From an optimization exercise on the open Yosys and OpenROAD flow, aimed at small area, a short achievable clock period and few clock cycles per item; shortcuts taken in it are not production practice. In this exercise RTL edits were held to simulation tests only and were not proved equivalent to the original. Power figures rest on the tool's default switching activity, not on a simulated workload.

## run C
// aes_key_sched_iter
module aes_key_sched_iter #(
  parameter logic [2:0] MODES_EN = 3'b111,
  parameter int         IDX_W    = 6
) (
  input  logic             clk,
  input  logic             rst_n,
  input  logic             start,
  input  logic [1:0]       mode,
  input  logic [255:0]     key_in,
  output logic             busy,
  output logic             word_valid,
  input  logic             word_ready,
  output logic [31:0]      word_out,
  output logic [IDX_W-1:0] word_idx,
  output logic             done,
  output logic             err
);
==> flow/config.mk <==
export PLATFORM = sky130hd
export DESIGN_NAME = aes_key_sched_iter
export DESIGN_NICKNAME = aes_key_sched_iter
export VERILOG_FILES = /design/flow/design.v
export SDC_FILE = /design/flow/constraint.sdc
export NUM_CORES = 4
export LEC_CHECK = 0
export CAP_MARGIN = 20
export CORE_MARGIN = 2
export CORE_UTILIZATION = 55
export CTS_CLUSTER_DIAMETER = 100
export CTS_CLUSTER_SIZE = 24
export SETUP_SLACK_MARGIN = 3.45
export SLEW_MARGIN = 20
==> flow/constraint.sdc <==
create_clock -name core_clock -period 6.0 [get_ports {clk}]
set_input_delay 1.2000 -clock core_clock [delete_from_list [all_inputs] [get_ports {clk}]]
set_output_delay 1.2000 -clock core_clock [all_outputs]
set_load 0.01 [all_outputs]
standard.sh (not shown) runs the stock make flow with config.mk's settings and CLKGATE_MAP_FILE= SYNTH_SCRIPT=/design/flow/synth_recipe.tcl, a recipe that flattens the netlist after the stock synthesis.
==> flow/flow/run.sh <==
#!/bin/bash
# Standard layout with two changes:
#  - the combinational logic is mapped with an area-oriented ABC script
#    (flow/abc_map.script) instead of ORFS's speed script; the resizer's
#    timing repair later sizes what needs it. Registers are mapped by the
#    standard dfflibmap step before ABC runs, so they are unchanged.
#  - the port buffers that global placement inserts are
#    sky130_fd_sc_hd__buf_1; later repair steps may still resize them.
set -euo pipefail
cd "$(dirname "$0")/.."
rm -rf scripts_copy
cp -r "$FLOW_HOME/scripts" scripts_copy
cp flow/abc_map.script scripts_copy/abc_speed.script
export SCRIPTS_DIR="$PWD/scripts_copy"
export BUFFER_PORTS_ARGS="-buffer_cell sky130_fd_sc_hd__buf_1"
bash standard.sh > standard.log 2>&1
==> flow/flow/abc_map.script <==
strash
&get -n
&st
&dch
&nf
&put
topo
stime -c
Testbench counts of run C, summed over its fixed seeds: cycles 27,072, words 26,552.
[inputs] run F vs run C
-- flow/design.v --
<<< run C, line 201
    if (nk_q[1]) sh[4] = s_q[7];
    sh[7] = new_word;
    e4 = c_kp ? s_q[3] : (new_word ^ s_q[1] ^ s_q[2] ^ (nk_q[0] ? s_q[7] : s_q[3]));
    e3 = c_kp ? s_q[2] : (s_q[7] ^ s_q[0] ^ s_q[1] ^ s_q[2]);
    xin  = c_d4 ? e4[31:24] : e3[23:16];
>>> run F, line 201
    if (nk_q[1]) sh[4] = s_q[7];
    sh[7] = new_word;
    e4 = c_kp ? s_q[3] : (temp ^ (s_q[0] ^ s_q[1] ^ s_q[2] ^ (nk_q[0] ? s_q[7] : s_q[3])));
    e3 = c_kp ? s_q[2] : (s_q[7] ^ s_q[0] ^ s_q[1] ^ s_q[2]);
    xin  = c_d4 ? e4[31:24] : e3[23:16];
[summary]
Run C has higher global routing met1 resource utilization than run F.
Compared run F against run C; final-layout clock-cell area share within noise.
Of the two candidates, run C has the better combined area of all synthesized cells and run F the worse one.
The adder and majority gate portion of the synthesized area of run C and that of run F are within noise of each other.
From run C to run F the numbers moved as follows: register share of total power lost 0.9 points, area share of buffers outside the clock network moved up.
Fraction of standard cell area in multi-input logic essentially unchanged between run C and run F.
Re die area: run C and run F aren't equal, and the lower value belongs to run C.
The portion of the clock cycle consumed by the worst path in the final layout on run F is in line with that on run C.
Min multi-input gate count across run C and run F: run F
Run C -> run F: count of flip-flops with a built-in enable after synthesis delta 0, exact match
Number of global-route vias before repair in run F vs run C: down 1.6%
In run F, the total non-filler cell area in the finished layout came out 0.75% above the value in run C.
Testbench counts of run F, summed over its fixed seeds: cycles 27,072, words 26,552.

* * *

aes_key_sched_iter, a different RTL version from the one above (not shown whole).
For scale: about 2200 cells after synthesis, ~340 flip-flops, about 300 I/O pins.
// aes_key_sched_iter
module aes_key_sched_iter #(
  parameter logic [2:0] MODES_EN = 3'b111,
  parameter int         IDX_W    = 6
) (
  input  logic             clk,
  input  logic             rst_n,
  input  logic             start,
  input  logic [1:0]       mode,
  input  logic [255:0]     key_in,
  output logic             busy,
  output logic             word_valid,
  input  logic             word_ready,
  output logic [31:0]      word_out,
  output logic [IDX_W-1:0] word_idx,
  output logic             done,
  output logic             err
);
==> flow/config.mk <==
export PLATFORM = sky130hd
export DESIGN_NAME = aes_key_sched_iter
export DESIGN_NICKNAME = aes_key_sched_iter
export VERILOG_FILES = /design/flow/design.v
export SDC_FILE = /design/flow/constraint.sdc
export NUM_CORES = 4
export LEC_CHECK = 0
export CAP_MARGIN = 20
export CORE_MARGIN = 2
export CORE_UTILIZATION = 40
export SLEW_MARGIN = 20
==> flow/constraint.sdc <==
create_clock -name core_clock -period 6.0 [get_ports {clk}]
set_input_delay 1.2000 -clock core_clock [delete_from_list [all_inputs] [get_ports {clk}]]
set_output_delay 1.2000 -clock core_clock [all_outputs]
set_load 0.01 [all_outputs]
run.sh (not shown) runs the stock make flow with config.mk's settings and CLKGATE_MAP_FILE= SYNTH_SCRIPT=/design/flow/synth_recipe.tcl, a recipe that flattens the netlist after the stock synthesis.
Stock flow here: none of the scripts above is used.
Testbench counts at the start, summed over its fixed seeds: cycles 27,072, words 26,552.
Then changed:
--- a/flow/design.v
+++ b/flow/design.v
@@ -103,58 +103,58 @@
         last = (i == IDX_W'(59));
       end
     endcase
     decode = {kp, d3, d2, d1, rot, nrot, last};
   endfunction
   logic             busy_q, done_q, err_q;
   logic [IDX_W-1:0] idx_q, idx_n;
   logic [2:0]       q_q, q_n;       
   logic [1:0]       md_q, md_n;     
-  logic [2:0]       nk_q;           
   logic [6:0]       c_q;            
   logic             c_kp, c_d3, c_d2, c_d1, c_rot, c_nrot, c_last;
   logic [7:0]       rcon_q;
   logic [7:0]       xu_q, yu_q;     
   logic [3:0]       xm_q, ym_q;     
   logic [7:0]       sb0_q, sb1_q, sb2_q, sb3_q;   
   logic [31:0]      s_q [8];
-  logic             mode_ok, take, adv, hold;
+  logic             mode_ok, take, adv;
   logic [31:0]      a_w, b_w, c_w, oldest, temp, new_word, e3, e2;
   logic [7:0]       xin, yin, xout, yout;
   always_comb begin
     case (mode)
       2'd0:    mode_ok = MODES_EN[0];
       2'd1:    mode_ok = MODES_EN[1];
       2'd2:    mode_ok = MODES_EN[2];
       default: mode_ok = 1'b0;
     endcase
   end
   assign {c_kp, c_d3, c_d2, c_d1, c_rot, c_nrot, c_last} = c_q;
   assign take = start && !busy_q && mode_ok;
   assign adv  = busy_q && word_ready;
-  assign hold = !take && !adv;
   always_comb begin
     idx_n = idx_q;
     q_n   = q_q;
     md_n  = md_q;
     if (take) begin
       idx_n = '0;
       q_n   = 3'd0;
       md_n  = mode;
     end else if (adv) begin
       idx_n = idx_q + 1'b1;
       q_n   = c_rot ? 3'd0 : q_q + 3'd1;
     end
   end
   always_comb begin
-    a_w = ({32{nk_q[0]}} & s_q[4]) | ({32{nk_q[1]}} & s_q[2]) | ({32{nk_q[2]}} & s_q[0]);
-    b_w = ({32{nk_q[0]}} & s_q[5]) | ({32{nk_q[1]}} & s_q[3]) | ({32{nk_q[2]}} & s_q[1]);
-    c_w = ({32{nk_q[0]}} & s_q[6]) | ({32{nk_q[1]}} & s_q[4]) | ({32{nk_q[2]}} & s_q[2]);
+    case (md_q)
+      2'd0:    begin a_w = s_q[4]; b_w = s_q[5]; c_w = s_q[6]; end
+      2'd1:    begin a_w = s_q[2]; b_w = s_q[3]; c_w = s_q[4]; end
+      default: begin a_w = s_q[0]; b_w = s_q[1]; c_w = s_q[2]; end
+    endcase
     oldest = c_kp ? s_q[0] : a_w;
     e3 = c_kp ? s_q[2] : (s_q[7] ^ a_w ^ b_w ^ c_w);
     e2 = c_kp ? s_q[1] : (s_q[7] ^ a_w ^ b_w);
   end
   always_comb begin
     xin  = c_d3 ? e3[31:24] : e2[23:16];
     yin  = c_d3 ? e3[15:8]  : e2[7:0];
     xout = sbox_s2(xu_q, xm_q);
     yout = sbox_s2(yu_q, ym_q);
@@ -173,34 +173,33 @@
       err_q  <= start && !busy_q && !mode_ok;
       if (take)                 busy_q <= 1'b1;
       else if (adv && c_last) busy_q <= 1'b0;
     end
   end
   always_ff @(posedge clk) begin
     idx_q <= idx_n;
     q_q   <= q_n;
     md_q  <= md_n;
-    nk_q  <= {md_n == 2'd2, md_n == 2'd1, md_n == 2'd0};
     c_q   <= decode(idx_n, q_n, md_n);
-    for (int k = 0; k < 7; k++)
-      s_q[k] <= ({32{take}} & key_in[223 - 32*k -: 32]) | ({32{adv}} & s_q[k+1])
-              | ({32{hold}} & s_q[k]);
-    s_q[7] <= ({32{take}} & key_in[255:224]) | ({32{adv}} & new_word) | ({32{hold}} & s_q[7]);
     if (take) begin
       rcon_q <= 8'h01;
+      for (int k = 0; k < 7; k++) s_q[k] <= key_in[223 - 32*k -: 32];
+      s_q[7] <= key_in[255:224];
     end else if (adv) begin
       if (c_rot) rcon_q <= {rcon_q[6:0], 1'b0} ^ (rcon_q[7] ? 8'h1b : 8'h00);
       if (c_d3 || c_d2) begin
         xu_q <= xin; xm_q <= sbox_s1(xin);
         yu_q <= yin; ym_q <= sbox_s1(yin);
       end
       if (c_d2) begin sb0_q <= xout; sb2_q <= yout; end
       if (c_d1) begin sb1_q <= xout; sb3_q <= yout; end
+      for (int k = 0; k < 7; k++) s_q[k] <= s_q[k+1];
+      s_q[7] <= new_word;
     end
   end
   assign busy       = busy_q;
   assign word_valid = busy_q;
   assign done       = done_q;
   assign err        = err_q;
   assign word_out   = s_q[7];
   assign word_idx   = idx_q;
 endmodule
What happened: Global-route usage went down by 3.0 points; setup slack degrades by 0.10 ns; via count goes down slightly; wire length went down slightly; worst hold slack improves by 0.037 ns; first-iteration DRC count fell by a quarter to a third.
Testbench counts after the change, summed over its fixed seeds: cycles 27,072, words 26,552.

* * *

## red
Another version of the RTL of aes_key_sched_iter (not shown whole).
For scale: roughly 2200 cells after synthesis, ~360 flip-flops, roughly 300 I/O pins, ~20000 um^2 of cells after synthesis.
==> flow/config.mk <==
export PLATFORM = sky130hd
export DESIGN_NAME = aes_key_sched_iter
export DESIGN_NICKNAME = aes_key_sched_iter
export VERILOG_FILES = /design/flow/design.v
export SDC_FILE = /design/flow/constraint.sdc
export NUM_CORES = 4
export LEC_CHECK = 0
export CAP_MARGIN = 20
export CORE_MARGIN = 2
export CORE_UTILIZATION = 40
export CTS_CLUSTER_DIAMETER = 100
export CTS_CLUSTER_SIZE = 24
export SETUP_SLACK_MARGIN = 3.2
export SLEW_MARGIN = 20
==> flow/constraint.sdc <==
create_clock -name core_clock -period 6.0 [get_ports {clk}]
set_input_delay 1.2000 -clock core_clock [delete_from_list [all_inputs] [get_ports {clk}]]
set_output_delay 1.2000 -clock core_clock [all_outputs]
set_load 0.01 [all_outputs]
standard.sh (not shown) runs the stock make flow with config.mk's settings and CLKGATE_MAP_FILE= SYNTH_SCRIPT=/design/flow/synth_recipe.tcl, a recipe that flattens the netlist after the stock synthesis.
==> flow/flow/run.sh <==
#!/bin/bash
# Standard layout, but the port buffers that global placement inserts are
# sky130_fd_sc_hd__buf_1 instead of the resizer's default pick; later repair
# steps may still resize them.
set -euo pipefail
cd "$(dirname "$0")/.."
export BUFFER_PORTS_ARGS="-buffer_cell sky130_fd_sc_hd__buf_1"
bash standard.sh > standard.log 2>&1
Testbench counts of red, summed over its fixed seeds: cycles 27,072, words 26,552.
Input-level comparison between blue and red:
--- a/flow/design.v
+++ b/flow/design.v
@@ -76,13 +76,13 @@
     L24 = L15 ^ L9;  L25 = L6 ^ L10;  L26 = L7 ^ L9;   L27 = L8 ^ L10;
     L28 = L11 ^ L14; L29 = L11 ^ L17;
     sbox_out = {L6 ^ L24, ~(L16 ^ L26), ~(L19 ^ L28), L6 ^ L21,
                L20 ^ L22, L25 ^ L29, ~(L13 ^ L27), ~(L6 ^ L23)};
   endfunction
   function automatic logic [7:0] decode(input logic [IDX_W-1:0] i, input logic [2:0] q,
-                                        input logic [1:0] md);
+                                        input logic [1:0] md, input logic pre);
     logic kp, d4, d3, d2, d1, rot, nrot, last;
     kp = 1'b0; d4 = 1'b0; d3 = 1'b0; d2 = 1'b0; d1 = 1'b0;
     rot = 1'b0; nrot = 1'b0; last = 1'b0;
     case (md)
       2'd0: begin
         kp   = (i < IDX_W'(3));
@@ -102,28 +102,32 @@
         d2   = (q[1:0] == 2'd1); d1 = (q[1:0] == 2'd2);
         rot  = (q == 3'd7);
         nrot = (q == 3'd3) && (i > IDX_W'(7));
         last = (i == IDX_W'(59));
       end
     endcase
+    if (pre) begin
+      kp = 1'b1; d4 = 1'b1; d3 = 1'b0; d2 = 1'b0; d1 = 1'b0;
+      rot = 1'b0; nrot = 1'b0; last = 1'b0;
+    end
     decode = {kp, d4, d3, d2, d1, rot, nrot, last};
   endfunction
-  logic             busy_q, done_q, err_q;
+  logic             busy_q, pre_q, done_q, err_q;
   logic [IDX_W-1:0] idx_q, idx_n;
   logic [2:0]       q_q, q_n;       
   logic [1:0]       md_q, md_n;     
   logic [2:0]       nk_q;           
   logic [7:0]       c_q;            
   logic             c_kp, c_d4, c_d3, c_d2, c_d1, c_rot, c_nrot, c_last;
   logic [7:0]       rcon_q;
   logic [7:0]       xa_q, ya_q;     
   logic [7:0]       xb_q, yb_q;     
   logic [3:0]       xm_q, ym_q;     
   logic [7:0]       sb0_q, sb1_q, sb2_q, sb3_q;   
   logic [31:0]      s_q [8];
-  logic             mode_ok, take, ld, adv, hold;
+  logic             mode_ok, take, pre_n, ld, adv, hold, step;
   logic [31:0]      sh [8];         
   logic [31:0]      temp, new_word, e4, e3;
   logic [7:0]       xin, yin, xout, yout;
   always_comb begin
     case (mode)
       2'd0:    mode_ok = MODES_EN[0];
@@ -131,15 +135,17 @@
       2'd2:    mode_ok = MODES_EN[2];
       default: mode_ok = 1'b0;
     endcase
   end
   assign {c_kp, c_d4, c_d3, c_d2, c_d1, c_rot, c_nrot, c_last} = c_q;
   assign take  = start && !busy_q && mode_ok;
+  assign pre_n = take && (mode == 2'd0);
   assign ld    = !busy_q;
-  assign adv   = busy_q && word_ready;
-  assign hold  = busy_q && !word_ready;
+  assign adv   = busy_q && !pre_q && word_ready;
+  assign hold  = busy_q && (pre_q || !word_ready);
+  assign step  = adv || pre_q;      
   always_comb begin
     idx_n = idx_q;
     q_n   = q_q;
     md_n  = md_q;
     if (ld) begin
       idx_n = '0;
@@ -156,60 +162,60 @@
          | ({32{!c_rot && !c_nrot && !c_kp}} & s_q[7]);
     new_word = s_q[0] ^ temp;
     for (int k = 0; k < 7; k++) sh[k] = s_q[k+1];
     if (nk_q[0]) sh[2] = s_q[7];
     if (nk_q[1]) sh[4] = s_q[7];
     sh[7] = new_word;
-    e4 = c_kp ? s_q[3] : (new_word ^ s_q[1] ^ s_q[2] ^ (nk_q[0] ? s_q[7] : s_q[3]));
+    if (c_kp) e4 = nk_q[0] ? s_q[2] : s_q[3];
+    else      e4 = new_word ^ s_q[1] ^ s_q[2] ^ (nk_q[0] ? s_q[7] : s_q[3]);
     e3 = c_kp ? s_q[2] : (s_q[7] ^ s_q[0] ^ s_q[1] ^ s_q[2]);
     xin  = c_d4 ? e4[31:24] : e3[23:16];
     yin  = c_d4 ? e4[15:8]  : e3[7:0];
     xout = sbox_out(xb_q, xm_q);
     yout = sbox_out(yb_q, ym_q);
   end
   always_ff @(posedge clk) begin
     if (!rst_n) begin
       busy_q <= 1'b0;
+      pre_q  <= 1'b0;
       done_q <= 1'b0;
       err_q  <= 1'b0;
     end else begin
+      pre_q  <= pre_n;
       done_q <= adv && c_last;
       err_q  <= start && !busy_q && !mode_ok;
       if (take)               busy_q <= 1'b1;
       else if (adv && c_last) busy_q <= 1'b0;
     end
   end
   always_ff @(posedge clk) begin
     idx_q <= idx_n;
     q_q   <= q_n;
     md_q  <= md_n;
     nk_q  <= {md_n == 2'd2, md_n == 2'd1, md_n == 2'd0};
-    c_q   <= decode(idx_n, q_n, md_n);
+    c_q   <= decode(idx_n, q_n, md_n, pre_n);
     for (int k = 0; k < 7; k++)
       s_q[k] <= ({32{ld}} & key_in[223 - 32*k -: 32]) | ({32{adv}} & sh[k])
               | ({32{hold}} & s_q[k]);
     s_q[7] <= ({32{ld}} & key_in[255:224]) | ({32{adv}} & sh[7]) | ({32{hold}} & s_q[7]);
     if (ld) begin
       rcon_q <= 8'h01;
     end else if (adv && c_rot) begin
       rcon_q <= {rcon_q[6:0], 1'b0} ^ (rcon_q[7] ? 8'h1b : 8'h00);
     end
-    if (ld) begin
-      xa_q <= key_in[159:152];
-      ya_q <= key_in[143:136];
-    end else if (adv) begin
+    if (step) begin
       if (c_d4 || c_d3) begin xa_q <= xin; ya_q <= yin; end
       if (c_d3 || c_d2) begin
         xb_q <= xa_q; xm_q <= sbox_mid(xa_q);
         yb_q <= ya_q; ym_q <= sbox_mid(ya_q);
       end
       if (c_d2) begin sb0_q <= xout; sb2_q <= yout; end
       if (c_d1) begin sb1_q <= xout; sb3_q <= yout; end
     end
   end
   assign busy       = busy_q;
-  assign word_valid = busy_q;
+  assign word_valid = busy_q && !pre_q;
   assign done       = done_q;
   assign err        = err_q;
   assign word_out   = s_q[7];
   assign word_idx   = idx_q;
 endmodule
### Flow results
Summary of blue over red: global-route usage over all layers went up by 2.5 points; placed instance area went down by 1.8%; effective utilization at floorplan was more or less identical; count of plain and timing-repair buffers in the layout went up by 7; routed wire length went up by 7.4%.
Testbench counts of blue, summed over its fixed seeds: cycles 27,251, words 26,552.

afterwards: timing with drivers on the ports:
In the flow no input, the clock included, has a driving cell. The finished layouts below were timed again as built, in two steps. Step 1, drivers: a clkbuf_16 drives clk and a buf_2 each remaining input, both assumed. Step 2 moves the port delays by t, midway between the first and last clock arrival at a register: inputs arrive t later, outputs are due t later. That takes back most of the time a late clock gives input paths. Three values: no drivers, after step 1, after step 2; two values: the first two.
run | t, ns | setup WS [ns] | worst hold slack (ns)
run C | 0.562 | 3.495 / 3.495 / 3.051 | 0.449 / 0.449 / 0.449
run F | 0.567 | 3.489 / 3.469 / 3.014 | 0.451 / 0.451 / 0.451
the first run of note 2 | 0.613 | 1.495 / 1.495 / 1.495 | 0.440 / 0.440 / 0.440
the second run of note 2 | 0.624 | 1.392 / 1.392 / 1.392 | 0.477 / 0.477 / 0.477
red | 0.596 | 3.163 / 3.163 / 2.827 | 0.506 / 0.506 / 0.506
blue | 0.586 | 3.200 / 3.200 / 2.796 | 0.442 / 0.442 / 0.442
After both steps setup and hold are still met in every run listed. For run F, which loses most, drivers alone change the setup slack by -0.020 ns; drivers and shift together by -0.475 ns.
